This design comes from an exercise in tuning for small area, a short achievable clock period and few clock cycles on the open sky130 flow, not from production work.
Only simulation tests tie the RTL to the original design; equivalence was not proved.
No activity file was given, so power comes from the tool's default toggle rates.

## the reference run
// cpu_core
module cpu_core(
    input  logic                clock,
    input  logic                reset_i,
    input  logic [31:0]         instr_i,
    input  logic [31:0]         dmem_rdata_i,
    output logic [31:0]         imem_addr_o,
    output logic [31:0]         dmem_addr_o,
    output logic [31:0]         dmem_wdata_o,
    output logic                dmem_wren_o
);
    logic        redir;        
    logic        kill_q;       
    logic [31:0] redir_pc;
    logic [31:0] pc_q;
    logic [31:0] f_pc1;
    logic [31:0] f_tgt_b;
    logic [31:0] f_tgt_j;
    logic [31:0] f_pred_pc;
    logic [31:0] f_alt;
    logic [4:0]  f_op;
    logic        f_isbr;
    logic        f_isj;
    logic        f_back;
    assign f_op    = instr_i[31:27];
    assign f_isbr  = (f_op == 5'b00010) || (f_op == 5'b00110);
    assign f_isj   = (f_op == 5'b00001) || (f_op == 5'b00011);
    assign f_back  = instr_i[16];
    assign f_pc1   = pc_q + 32'd1;
    assign f_tgt_j = {{5{instr_i[26]}}, instr_i[26:0]};
    cpu_add i_tgt (
        .a_i   (pc_q),
        .b_i   ({{15{instr_i[16]}}, instr_i[16:0]}),
        .c_i   (1'b1),
        .sum_o (f_tgt_b)
    );
    always_comb begin
        if (f_isj)                 f_pred_pc = f_tgt_j;
        else if (f_isbr && f_back) f_pred_pc = f_tgt_b;
        else                       f_pred_pc = f_pc1;
    end
    assign f_alt = (f_isbr && !f_back) ? f_tgt_b : f_pc1;
    logic [31:1] f_sel_a;
    logic [31:1] f_sel_b;
    always_comb begin
        for (int i = 1; i < 32; i++) begin
            f_sel_a[i] = (instr_i[21:17] == 5'(i));
            f_sel_b[i] = (f_op == 5'b00000) ? (instr_i[16:12] == 5'(i)) : (instr_i[26:22] == 5'(i));
        end
    end
    logic        fd_v;
    logic [31:0] fd_instr;
    logic [31:0] fd_alt;
    logic [31:1] fd_sel_a;
    logic [31:1] fd_sel_b;
    always_ff @(posedge clock) begin
        if (reset_i) begin
            pc_q <= '0;
            fd_v <= 1'b0;
        end else begin
            pc_q <= redir ? redir_pc : f_pred_pc;
            fd_v <= !redir;
        end
  ...
Size: about 6100 cells after synthesis, ~1500 flip-flops, about 160 I/O pins.
Settings: LEC_CHECK=0, CAP_MARGIN=20, CORE_MARGIN=2, CORE_UTILIZATION=40, CTS_BUF_LIST=sky130_fd_sc_hd__clkbuf_8, CTS_CLUSTER_SIZE=20, PLACE_DENSITY=0.55, SETUP_SLACK_MARGIN=5, SLEW_MARGIN=20, SYNTH_HIERARCHICAL=1, TNS_END_PERCENT=10; clock period 9.0 ns.
run.sh (not shown) runs the stock make flow with config.mk's settings and CLKGATE_MAP_FILE= SYNTH_SCRIPT=/design/flow/synth_recipe.tcl, a recipe that flattens the netlist after the stock synthesis.
Having completed the whole flow, the reference run delivered a layout that passed the timing, DRC and antenna checks.
Testbench counts of the reference run, summed over its fixed seeds: cycles 45,237.
## Diff of input files: the trial run against the reference run
==> flow/flow/run.sh (new file) <==
#!/bin/bash
set -euo pipefail
cd "$(dirname "${BASH_SOURCE[0]}")/.."
bash standard.sh SETUP_SLACK_MARGIN=5.7 \
    "BUFFER_PORTS_ARGS=-buffer_cell sky130_fd_sc_hd__buf_4" \
    finish > standard.log 2>&1
==> flow/standard.sh (new file) <==
#!/bin/bash
# synth_recipe.tcl (not shown) runs the flow's synth.tcl, then flattens the netlist and writes it again
# the make line also repeats each setting of config.mk as NAME=value (left out here)
make -C /OpenROAD-flow-scripts/flow DESIGN_CONFIG=/design/flow/config.mk WORK_HOME=/design/flow/orfs CLKGATE_MAP_FILE= SYNTH_SCRIPT=/design/flow/synth_recipe.tcl "${@:-finish}"
--- a/flow/config.mk
+++ b/flow/config.mk
@@ -12,5 +12,4 @@
 export CTS_CLUSTER_SIZE = 20
 export PLACE_DENSITY = 0.55
-export SETUP_SLACK_MARGIN = 5
 export SLEW_MARGIN = 20
 export SYNTH_HIERARCHICAL = 1
removed: flow/run.sh
Notes after the runs:
The trial run ends up with higher share of post-route cells with drive strength above 1 than the reference run does. The trial run ends up with lower actual slew at the worst max-slew pin than the reference run does. The trial run has data arrival time of the critical path above what the reference run had. Start-to-end type of the worst setup path: flop to output pin -> the reference run, flop to flop -> the trial run. In terms of core utilization of the finished layout, the reference run and the trial run differ only marginally. Lower data required time of the worst path among the trial run and the reference run: the reference run. As far as cell area is concerned, the reference run and the trial run perform about the same. The trial run vs the reference run: total power up in the trial run. Summary: with the reference run as the reference, via count of the first global-routing pass in the trial run moved up slightly.

## static timing again, ports no longer ideal
The flow's constraints put no driver on any port. The routed layouts listed below were extracted and timed again, unchanged, in two steps.
Step 1, drivers: a clkbuf_16 drives clock and a buf_2 each remaining input, both assumed.
Step 2 times the ports against the registers' clock, not the clock port: input delays grow and output delays shrink by t, the midpoint of the rising clock arrivals with the driver on.
Slacks: no drivers / after step 1 / after step 2; pairs: no drivers / after step 1.
| run | t (ns) | setup slack, ns | pins driven straight from the clock port |
|---|---|---|---|
| the reference run | 1.074 | 4.917 / 4.836 / 3.828 | 1 |
| the trial run | 1.069 | 5.194 / 5.171 / 4.102 | 1 |
After both steps every run listed still meets setup and hold. For the trial run, which loses most, drivers alone change the setup slack by -0.023 ns; drivers and shift together by -1.092 ns.
